This design comes from an exercise in tuning for a short achievable clock period and few clock cycles per item on the open sky130 flow, not from production work.
In this exercise RTL edits were held to simulation tests only and were not proved equivalent to the original.
The flow treats the clock pin as an ideal source. Dropping or thinning the clock tree relies on that and would not hold on a real chip.
Power is estimated from default activity; no workload was simulated.

==> flow/design.v (excerpt) <==
module rv_core (
    input  logic                  clock,
    input  logic                  arst_n,
    input  logic                  inst_valid,
    input  rv_core_pkg::inst_t    inst,
    input  rv_core_pkg::xlen_t    pc,
    output logic                  credit_return,
    output logic                  commit_valid,
    output rv_core_pkg::reg_idx_t commit_reg_idx,
    output rv_core_pkg::xlen_t    commit_data,
    output rv_core_pkg::xlen_t    commit_npc,
    output logic                  commit_illegal
);
export LEC_CHECK = 0
export CAP_MARGIN = 20
export CORE_MARGIN = 2
export CORE_UTILIZATION = 35
export PLACE_DENSITY = 0.5
export SETUP_SLACK_MARGIN = 5
export SLEW_MARGIN = 20
export TNS_END_PERCENT = 100
create_clock -name core_clock -period 8.0 [get_ports {clock}]
standard.sh (not shown) runs the stock make flow with config.mk's settings and CLKGATE_MAP_FILE= SYNTH_SCRIPT=/design/flow/synth_recipe.tcl, a recipe that flattens the netlist after the stock synthesis.
==> flow/flow/run.sh <==
#!/bin/bash
# Own layout flow: the standard ORFS flow (standard.sh) with these changes
#  - synthesis: the standard flow's synthesis script, but full/half adders are not
#    extracted into adder cells (ADDER_MAP_FILE empty) and ABC maps with a
#    delay-oriented script (flow/abc_delay.script); registers are untouched
#  - clock tree: flow/manual_cts.tcl (the PRE_CTS hook) replaces TritonCTS
#    with a balanced two-level tree: the clock port drives 4 root buffers,
#    each drives a quarter of the leaf buffers, each leaf drives ~24 flops
#    within a span of 130 um
#  - global route: flow/grt_repair.tcl (the PRE_GLOBAL_ROUTE hook) adds one
#    more setup repair pass on global route parasitics
# Every tool's output goes to ORFS's per-step logs under orfs/logs/, and the
# make output to own_flow.log in this folder.
set -uo pipefail
here=$(pwd)
abc_script=$here/flow/abc_delay.script
{
  echo "proc abc {args} {"
  echo "  set i [lsearch \$args -script]"
  echo "  set args [lreplace \$args \$i [expr {\$i + 1}] -script $abc_script]"
  echo "  set j [lsearch \$args -D]"
  echo "  if {\$j >= 0} { set args [lreplace \$args \$j [expr {\$j + 1}]] }"
  echo "  yosys abc -D 1500 {*}\$args"
  echo "}"
  cat "$here/synth_recipe.tcl"
} > "$here/own_synth.tcl"

export PRE_CTS_TCL=$here/flow/manual_cts.tcl
export PRE_GLOBAL_ROUTE_TCL=$here/flow/grt_repair.tcl
export MCTS_GROUP=24
export MCTS_SPAN=130000
export MCTS_ROOT=sky130_fd_sc_hd__buf_16
export MCTS_LEAF=sky130_fd_sc_hd__clkbuf_16

bash "$here/standard.sh" SYNTH_SCRIPT="$here/own_synth.tcl" ADDER_MAP_FILE= \
    SETUP_SLACK_MARGIN=5.5 finish > "$here/own_flow.log" 2>&1
status=$?
exit $status
==> flow/flow/manual_cts.tcl <==
# Manual two-level clock tree, used in place of TritonCTS (this file is the
# PRE_CTS hook and replaces the clock_tree_synthesis command).
# The clock port drives 4 root buffers; each root drives a quarter of the
# leaf buffers; each leaf buffer drives a compact group of about MCTS_GROUP
# flip-flop clock pins. Every register sees the same number of buffers, so
# the tree is balanced by construction. CTS's repair and the later steps run
# as usual.
proc mcts_centroid {items} {
  set sx 0
  set sy 0
  foreach s $items {
    set sx [expr {$sx + [lindex $s 0]}]
    set sy [expr {$sy + [lindex $s 1]}]
  }
  set k [llength $items]
  return [list [expr {$sx / $k}] [expr {$sy / $k}]]
}

proc mcts_place {block master name xy} {
  set inst [odb::dbInst_create $block $master $name]
  $inst setLocation [expr {[lindex $xy 0] - [$master getWidth] / 2}] \
    [expr {[lindex $xy 1] - [$master getHeight] / 2}]
  $inst setPlacementStatus PLACED
  return $inst
}

proc clock_tree_synthesis {args} {
  set group_size 28
  if { [info exists ::env(MCTS_GROUP)] } { set group_size $::env(MCTS_GROUP) }
  set db [ord::get_db]
  set block [ord::get_db_block]
  set leaf_master [$db findMaster [expr {[info exists ::env(MCTS_LEAF)] ? $::env(MCTS_LEAF) : "sky130_fd_sc_hd__clkbuf_16"}]]
  set root_master [$db findMaster [expr {[info exists ::env(MCTS_ROOT)] ? $::env(MCTS_ROOT) : "sky130_fd_sc_hd__clkbuf_16"}]]
  set clk_net [[$block findBTerm clock] getNet]
  $clk_net setSigType CLOCK

  # sinks: every instance pin on the clock net, at its cell's center
  set sinks {}
  foreach it [$clk_net getITerms] {
    set inst [$it getInst]
    set loc [$inst getLocation]
    set m [$inst getMaster]
    lappend sinks [list [expr {[lindex $loc 0] + [$m getWidth] / 2}] \
      [expr {[lindex $loc 1] + [$m getHeight] / 2}] $it]
  }
  set n [llength $sinks]
  set ngroups [expr {int(ceil(double($n) / $group_size))}]
  set nstrips [expr {max(1, int(round(sqrt($ngroups))))}]
  puts "manual cts: $n sinks, $ngroups groups in $nstrips strips"

  # vertical strips of equal sink count, then groups by y inside each strip
  set sorted [lsort -integer -index 0 $sinks]
  set per_strip [expr {int(ceil(double($n) / $nstrips))}]
  set groups {}
  for {set s 0} {$s < $nstrips} {incr s} {
    set strip [lrange $sorted [expr {$s * $per_strip}] [expr {($s + 1) * $per_strip - 1}]]
    if { [llength $strip] == 0 } { continue }
    set strip [lsort -integer -index 1 $strip]
    set ng [expr {int(ceil(double([llength $strip]) / $group_size))}]
    set per_group [expr {int(ceil(double([llength $strip]) / $ng))}]
    for {set g 0} {$g < $ng} {incr g} {
      set grp [lrange $strip [expr {$g * $per_group}] [expr {($g + 1) * $per_group - 1}]]
      if { [llength $grp] > 0 } { lappend groups $grp }
    }
  }

  # split any group whose pins spread wider than MCTS_SPAN (half perimeter,
  # in DBU) along its longer side, so no leaf drives a long net
  set span 60000
  if { [info exists ::env(MCTS_SPAN)] } { set span $::env(MCTS_SPAN) }
  set todo $groups
  set groups {}
  while { [llength $todo] > 0 } {
    set grp [lindex $todo 0]
    set todo [lrange $todo 1 end]
    set xs [lsort -integer [lmap s $grp {lindex $s 0}]]
    set ys [lsort -integer [lmap s $grp {lindex $s 1}]]
    set dx [expr {[lindex $xs end] - [lindex $xs 0]}]
    set dy [expr {[lindex $ys end] - [lindex $ys 0]}]
    if { $dx + $dy <= $span || [llength $grp] < 2 } {
      lappend groups $grp
      continue
    }
    set idx [expr {$dx >= $dy ? 0 : 1}]
    set grp [lsort -integer -index $idx $grp]
    set h [expr {[llength $grp] / 2}]
    lappend todo [lrange $grp 0 [expr {$h - 1}]] [lrange $grp $h end]
  }

  # a leaf buffer at the centroid of each group
  set leaves {}
  set i 0
  foreach grp $groups {
    set xy [mcts_centroid $grp]
    set inst [mcts_place $block $leaf_master "mcts_leaf_$i" $xy]
    set net [odb::dbNet_create $block "mcts_leaf_net_$i"]
    $net setSigType CLOCK
    [$inst findITerm X] connect $net
    foreach s $grp {
      set it [lindex $s 2]
      $it disconnect
      $it connect $net
    }
    lappend leaves [list [lindex $xy 0] [lindex $xy 1] $inst]
    incr i
  }

  # four equal sets of leaves by bisection: halves by x, then each by y
  set byx [lsort -integer -index 0 $leaves]
  set h [expr {[llength $byx] / 2}]
  set quads {}
  foreach half [list [lrange $byx 0 [expr {$h - 1}]] [lrange $byx $h end]] {
    set byy [lsort -integer -index 1 $half]
    set hh [expr {[llength $byy] / 2}]
    lappend quads [lrange $byy 0 [expr {$hh - 1}]] [lrange $byy $hh end]
  }

  # a root buffer at the centroid of each set, all four on the clock port
  set q 0
  foreach members $quads {
    if { [llength $members] == 0 } { continue }
    set rinst [mcts_place $block $root_master "mcts_root_$q" [mcts_centroid $members]]
    set rnet [odb::dbNet_create $block "mcts_root_net_$q"]
    $rnet setSigType CLOCK
    [$rinst findITerm X] connect $rnet
    [$rinst findITerm A] connect $clk_net
    foreach l $members {
      [[lindex $l 2] findITerm A] connect $rnet
    }
    puts "manual cts: root $q drives [llength $members] leaves"
    incr q
  }
  puts "manual cts: [llength $leaves] leaf buffers, $q roots"
  set_propagated_clock [all_clocks]
}
Other scripts of this flow, unchanged in this note and not shown: flow/flow/abc_delay.script, flow/flow/grt_repair.tcl
Testbench counts at the start, summed over its fixed seeds: cycles 8,032, items 8,000.
Rerun with:
--- a/flow/flow/run.sh
+++ b/flow/flow/run.sh
@@ -8 +8 @@
-#    each drives a quarter of the leaf buffers, each leaf drives ~24 flops
+#    each drives a quarter of the leaf buffers, each leaf drives ~18 flops
@@ -30 +30 @@
-export MCTS_GROUP=24
+export MCTS_GROUP=18
Total power is higher by 5.1%; cell area is higher by 3.4%; cell count is higher by 1.3%; worst setup slack gets worse by 0.015 ns.
In every run of this note, the design's own scripts or RTL, not TritonCTS, make the clock network.

* * *

== oak ==
Another version of the RTL of rv_core (not shown whole).
Size in the first run: roughly 1500 flip-flops, about 69000 um^2 of cells after synthesis.
Settings: LEC_CHECK=0, CAP_MARGIN=20, CORE_MARGIN=2, CORE_UTILIZATION=35, PLACE_DENSITY=0.5, SETUP_SLACK_MARGIN=5, SLEW_MARGIN=20, TNS_END_PERCENT=100; clock period 8.0 ns.
==> flow/flow/run.sh <==
#!/bin/bash
# Own layout flow: the standard ORFS flow (standard.sh) with these changes
#  - synthesis: the standard flow's synthesis script, but full/half adders are not
#    extracted into adder cells (ADDER_MAP_FILE empty) and ABC maps with a
#    delay-oriented script (flow/abc_delay.script); registers are untouched
#  - clock tree: flow/manual_cts.tcl (the PRE_CTS hook) replaces TritonCTS
#    with a balanced two-level tree: the clock port drives 4 root buffers,
#    each drives a quarter of the leaf buffers, each leaf drives ~18 flops
#    within a span of 130 um
#  - global route: flow/grt_repair.tcl (the PRE_GLOBAL_ROUTE hook) adds one
#    more setup repair pass on global route parasitics
# Every tool's output goes to ORFS's per-step logs under orfs/logs/, and the
# make output to own_flow.log in this folder.
set -uo pipefail
here=$(pwd)
abc_script=$here/flow/abc_delay.script
{
  echo "proc abc {args} {"
  echo "  set i [lsearch \$args -script]"
  echo "  set args [lreplace \$args \$i [expr {\$i + 1}] -script $abc_script]"
  echo "  set j [lsearch \$args -D]"
  echo "  if {\$j >= 0} { set args [lreplace \$args \$j [expr {\$j + 1}]] }"
  echo "  yosys abc -D 1500 {*}\$args"
  echo "}"
  cat "$here/synth_recipe.tcl"
} > "$here/own_synth.tcl"

export PRE_CTS_TCL=$here/flow/manual_cts.tcl
export PRE_GLOBAL_ROUTE_TCL=$here/flow/grt_repair.tcl
export MCTS_GROUP=18
export MCTS_SPAN=130000
export MCTS_ROOT=sky130_fd_sc_hd__buf_16
export MCTS_LEAF=sky130_fd_sc_hd__clkbuf_16

bash "$here/standard.sh" SYNTH_SCRIPT="$here/own_synth.tcl" ADDER_MAP_FILE= \
    SETUP_SLACK_MARGIN=5.5 finish > "$here/own_flow.log" 2>&1
status=$?
exit $status
==> flow/flow/abc_delay.script <==
strash
balance
map {D}
topo
buffer -c
upsize -c {D}
dnsize -c {D}
==> flow/flow/grt_repair.tcl <==
# PRE_GLOBAL_ROUTE hook: the power recovery slot of global_route.tcl (empty
# in this flow) runs one more setup repair on global route parasitics,
# with more passes, between its start/end incremental global routes.
proc recover_power_helper { } {
  log_cmd estimate_parasitics -global_routing
  log_cmd repair_timing -setup -setup_margin 5.6 -repair_tns 100 \
    -max_passes 1000 -verbose
  log_cmd detailed_placement
}
Scripts as last shown in full above: flow/flow/manual_cts.tcl
Testbench counts of oak, summed over its fixed seeds: cycles 8,032, items 8,000.
Modified inputs, pine compared to oak
-- flow/flow/run.sh --
<<< oak, line 8
#    each drives a quarter of the leaf buffers, each leaf drives ~18 flops
>>> pine, line 8
#    each drives a quarter of the leaf buffers, each leaf drives ~24 flops
<<< oak, line 30
export MCTS_GROUP=18
>>> pine, line 30
export MCTS_GROUP=24
<<< oak, line 36
    SETUP_SLACK_MARGIN=5.5 finish > "$here/own_flow.log" 2>&1
>>> pine, line 36
    SETUP_SLACK_MARGIN=5.7 finish > "$here/own_flow.log" 2>&1
-- flow/flow/grt_repair.tcl --
<<< oak, line 6
  log_cmd repair_timing -setup -setup_margin 5.6 -repair_tns 100 \
>>> pine, line 6
  log_cmd repair_timing -setup -setup_margin 5.8 -repair_tns 100 \
--- outcome ---
Delta (pine minus oak): number of cells in the finished layout apart from fillers grew by 200, clock group share of total power shrank by 3.8 points, via count of the first global-routing pass grew by about 3.5%, total of cells resized after clock tree synthesis grew by 681. Compared with oak, pine shows a higher setup slack. Total power (higher): oak.
## Diff of input files: birch against pine
-- flow/flow/run.sh --
<<< pine, line 8
#    each drives a quarter of the leaf buffers, each leaf drives ~24 flops
>>> birch, line 8
#    each drives a quarter of the leaf buffers, each leaf drives ~26 flops
<<< pine, line 30
export MCTS_GROUP=24
>>> birch, line 30
export MCTS_GROUP=26
<<< pine, line 36
    SETUP_SLACK_MARGIN=5.7 finish > "$here/own_flow.log" 2>&1
>>> birch, line 36
    SETUP_SLACK_MARGIN=5.5 finish > "$here/own_flow.log" 2>&1
-- flow/flow/grt_repair.tcl --
<<< pine, line 6
  log_cmd repair_timing -setup -setup_margin 5.8 -repair_tns 100 \
>>> birch, line 6
  log_cmd repair_timing -setup -setup_margin 5.6 -repair_tns 100 \
Results
birch vs. pine: clock group share of total power went up; reported sequential group power did not really move; final period demand of the worst path did not really move; initial antenna violation count went down; measured slew at the worst slew-check pin went up. Looking at peak supply drop, birch sits above pine. Share of final-layout standard cells stronger than drive strength 1 in birch is 6.3 points below pine.
Input changes introduced in maple (baseline for comparison: birch):
-- flow/flow/run.sh --
<<< birch, line 8
#    each drives a quarter of the leaf buffers, each leaf drives ~26 flops
>>> maple, line 8
#    each drives a quarter of the leaf buffers, each leaf drives ~24 flops
<<< birch, line 30
export MCTS_GROUP=26
>>> maple, line 30
export MCTS_GROUP=24
Results
Re number of setup buffers added after CTS: no difference whatsoever between birch and maple. Reported for birch and maple, final wirelength turned out identical to the last digit. Diff birch -> maple: final critical delay including setup and external delays about even; leakage power figure neither gained nor lost much; hold slack has remained practically unchanged; power density over the cells now sits at about the same level; post-synthesis instance area held steady. birch → maple: setup slack was more or less identical; number of global-route vias before repair was more or less identical; power attributed to sequential cells was more or less identical.
No run of this note takes its clock network from TritonCTS; it comes from the design's own scripts or RTL.

## re-timing with driven ports
Ports are ideal in the flow. The routed layouts listed here were re-timed in OpenROAD.
Step 1: set_driving_cell puts a clkbuf_16 on clock and a buf_2 on each other input, an assumption about the parent block.
Step 2 also shifts input and output timing later by t, the mid clock arrival at the registers, as if the neighbouring blocks saw the same clock.
Slacks: no drivers / after step 1 / after step 2; pairs: no drivers / after step 1.
run | t (ns) | slack for setup (ns) | worst setup path after step 2 | worst slew at a driven data input, ns
the first run of note 1 | 0.704 | 5.316 / 5.115 / 5.079 | input to register | 0.06
the second run of note 1 | 0.760 | 5.301 / 5.111 / 4.993 | input to register | 0.06
oak | 0.767 | 5.331 / 5.132 / 4.999 | input to register | 0.12
pine | 0.730 | 5.364 / 5.160 / 5.266 | input to register | 0.14
birch | 0.719 | 5.362 / 5.150 / 5.076 | input to register | 0.12
maple | 0.719 | 5.362 / 5.150 / 5.076 | input to register | 0.12
After both steps every run listed still meets setup and hold. For oak, which loses most, drivers alone change the setup slack by -0.199 ns; drivers and shift together by -0.332 ns.
